This design comes from an exercise in tuning for small area on the open sky130 flow, not from production work.
The RTL was checked by simulation tests, not by an equivalence proof against the original design.

Setup of lane 4:
==> module axis_rate_gen, before the edit <==
module axis_rate_gen (
    input  logic                   clk,
    input  logic                   rst,
    input  logic                   start,
    input  logic                   tick,
    input  logic                   enable,
    input  logic                   invert,
    input  motion_pkg::velocity_t  vel,
    output logic                   step_req,
    output logic                   step_dir,
    output motion_pkg::position_t  pos
);
    localparam int LO = 16;
    localparam int HI = 32 - LO;
    logic [LO-1:0]      ph_lo;
    logic [HI-1:0]      ph_hi;
    logic               ph_k;
    motion_pkg::phase_t mag;         
    logic [LO-1:0]      s_lo;
    logic [HI-1:0]      s_hi;
    logic               c_lo;
    logic               c_hi;
    logic               c;
    logic               wrap;        
    logic               neg;
    logic               neg_q;
    assign neg = vel[31];
    assign mag = (vel ^ {32{neg}}) & {32{tick & enable}};
    always_comb begin
        c = neg & tick & enable;
        for (int i = 0; i < LO; i++) begin
            s_lo[i] = ph_lo[i] ^ mag[i] ^ c;
            c       = (ph_lo[i] & mag[i]) | (c & (ph_lo[i] ^ mag[i]));
        end
        c_lo = c;
        c = ph_k;
        for (int i = 0; i < HI; i++) begin
            s_hi[i] = ph_hi[i] ^ mag[LO+i] ^ c;
            c       = (ph_hi[i] & mag[LO+i]) | (c & (ph_hi[i] ^ mag[LO+i]));
        end
        c_hi = c;
        wrap = c_lo & (&s_hi);
    end
    always_ff @(posedge clk) begin
        if (start) begin
            ph_lo <= '0;
            ph_hi <= '0;
            ph_k  <= 1'b0;
        end else begin
            ph_lo <= s_lo;
            ph_hi <= wrap ? '0 : s_hi;
            ph_k  <= c_lo & ~wrap;
        end
        step_req <= tick & enable & ~start & (c_hi | wrap) & ~rst;
        step_dir <= ~neg ^ invert;   
        neg_q    <= neg;
    end
    always_ff @(posedge clk) begin
        if (rst) pos <= '0;
        else     pos <= motion_pkg::incdec(pos, neg_q, step_req);
    end
endmodule
==> module step_pulse_gen, before the edit <==
module step_pulse_gen (
    input  logic               clk,
    input  logic               rst,
    input  logic               step_req,
    input  logic               step_dir,
    input  motion_pkg::word_t  pulse_n,
    output logic               step,
    output logic               dir
);
    logic              setup1;   
    logic              setup2;   
    motion_pkg::word_t cnt;      
    always_ff @(posedge clk) begin
        if (rst) begin
            setup1 <= 1'b0;
            setup2 <= 1'b0;
            step   <= 1'b0;
            dir    <= 1'b0;
        end else begin
            setup1 <= step_req;
            setup2 <= setup1 & ~step_req;
            if (step_req) dir <= step_dir;
            if (!step_req) begin
                if (setup2)                                 step <= 1'b1;
                else if (!setup1 && (cnt[31:1] == '0)) step <= 1'b0;
            end
        end
    end
    always_ff @(posedge clk) begin
        if (setup2) cnt <= pulse_n;
        else        cnt <= motion_pkg::dec(cnt);
    end
endmodule
clock: 10.0 ns
lec_check: 0
abc_area: 1
cap_margin: 0
core_margin: 2
core_utilization: 75
place_density: 0.85
slew_margin: 0
standard.sh (not shown) runs the stock make flow with config.mk's settings and CLKGATE_MAP_FILE= SYNTH_SCRIPT=/design/flow/synth_recipe.tcl, a recipe that flattens the netlist after the stock synthesis.
==> flow/flow/run.sh <==
#!/bin/bash
# Layout flow: the standard synthesis, then the standard ORFS steps with
# one-cell (buf_1) port buffers and a clock tree of clkbuf_8 leaves without
# dummy loads. Each step's full output goes to a log file in this folder
# (and ORFS's own per-stage logs under orfs/logs).
set -euo pipefail

bash standard.sh synth > synth.log 2>&1

CTS="-sink_clustering_enable -repair_clock_nets -dont_use_dummy_load"
CTS="$CTS -buf_list {sky130_fd_sc_hd__clkbuf_8}"
CTS="$CTS -sink_clustering_size 16 -sink_clustering_max_diameter 50"

bash standard.sh \
    "BUFFER_PORTS_ARGS=-buffer_cell sky130_fd_sc_hd__buf_1" \
    "CTS_ARGS=$CTS" \
    finish > layout.log 2>&1
Input-level comparison between lane 1 and lane 4:
--- a/flow/design.v
+++ b/flow/design.v
@@ -234,11 +234,11 @@
     logic               wrap;        
     logic               neg;
     logic               neg_q;
     assign neg = vel[31];
-    assign mag = (vel ^ {32{neg}}) & {32{tick & enable}};
+    assign mag = vel ^ {32{neg}};
     always_comb begin
-        c = neg & tick & enable;
+        c = neg;
         for (int i = 0; i < LO; i++) begin
             s_lo[i] = ph_lo[i] ^ mag[i] ^ c;
             c       = (ph_lo[i] & mag[i]) | (c & (ph_lo[i] ^ mag[i]));
         end
@@ -255,9 +255,9 @@
         if (start) begin
             ph_lo <= '0;
             ph_hi <= '0;
             ph_k  <= 1'b0;
-        end else begin
+        end else if (tick && enable) begin
             ph_lo <= s_lo;
             ph_hi <= wrap ? '0 : s_hi;
             ph_k  <= c_lo & ~wrap;
         end
@@ -281,9 +281,9 @@
     output logic               dir
 );
     logic              setup1;   
     logic              setup2;   
-    motion_pkg::word_t cnt;      
+    motion_pkg::word_t cnt_n;    
     always_ff @(posedge clk) begin
         if (rst) begin
             setup1 <= 1'b0;
             setup2 <= 1'b0;
@@ -294,15 +294,15 @@
             setup2 <= setup1 & ~step_req;
             if (step_req) dir <= step_dir;
             if (!step_req) begin
                 if (setup2)                                 step <= 1'b1;
-                else if (!setup1 && (cnt[31:1] == '0)) step <= 1'b0;
+                else if (!setup1 && (&cnt_n[31:1]))      step <= 1'b0;
             end
         end
     end
     always_ff @(posedge clk) begin
-        if (setup2) cnt <= pulse_n;
-        else        cnt <= motion_pkg::dec(cnt);
+        if (setup2) cnt_n <= ~pulse_n;
+        else        cnt_n <= motion_pkg::inc(cnt_n, 1'b1);
     end
 endmodule
 `timescale 1ns/1ns
 module endstop_guard (
Results
Lane 1: full flow OK, the timing, DRC and antenna checks passed. After detailed routing, lane 4 needs more wire than lane 1. The run showing the greater mean number of vias per cell is lane 1. Sort lane 1 and lane 4 by number of fillers in the final layout, ascending, and lane 1 comes first. Looking at worst hold slack across lane 1 and lane 4, the one that comes out higher is lane 4. Diff lane 1..lane 4 | area added between synthesis and finish | negligible. The final weighted congestion of routability-driven global placement in lane 1 sits 0.72% above the value recorded for lane 4. Lane 1 vs lane 4 — time the final worst path needs with I/O delays and setup dropped 0.37 ns.

[port drivers added, routing unchanged]
The flow's constraints put no driver on any port. The routed layouts listed below were extracted and timed again, unchanged, in two steps. Step 1 sets driving cells, clkbuf_16 on the clock port and buf_2 on the other inputs (assumed; they add their load-dependent delay and slew). Step 2 adds t to the input delays and takes it off the output delays; t is the mean of the earliest and latest rising clock arrival at the registers after step 1. Input paths then give back, and output paths get back, about the clock's delay inside the block. Three values: ideal, step 1, step 2; two values: the first two.
| run | t, ns | setup WS [ns] | worst setup path after step 2 |
|---|---|---|---|
| lane 4 | 0.629 | 0.881 / 0.881 / 0.881 | register to register |
| lane 1 | 0.623 | 1.248 / 1.248 / 1.248 | register to register |
After both steps setup and hold are still met in every run listed.
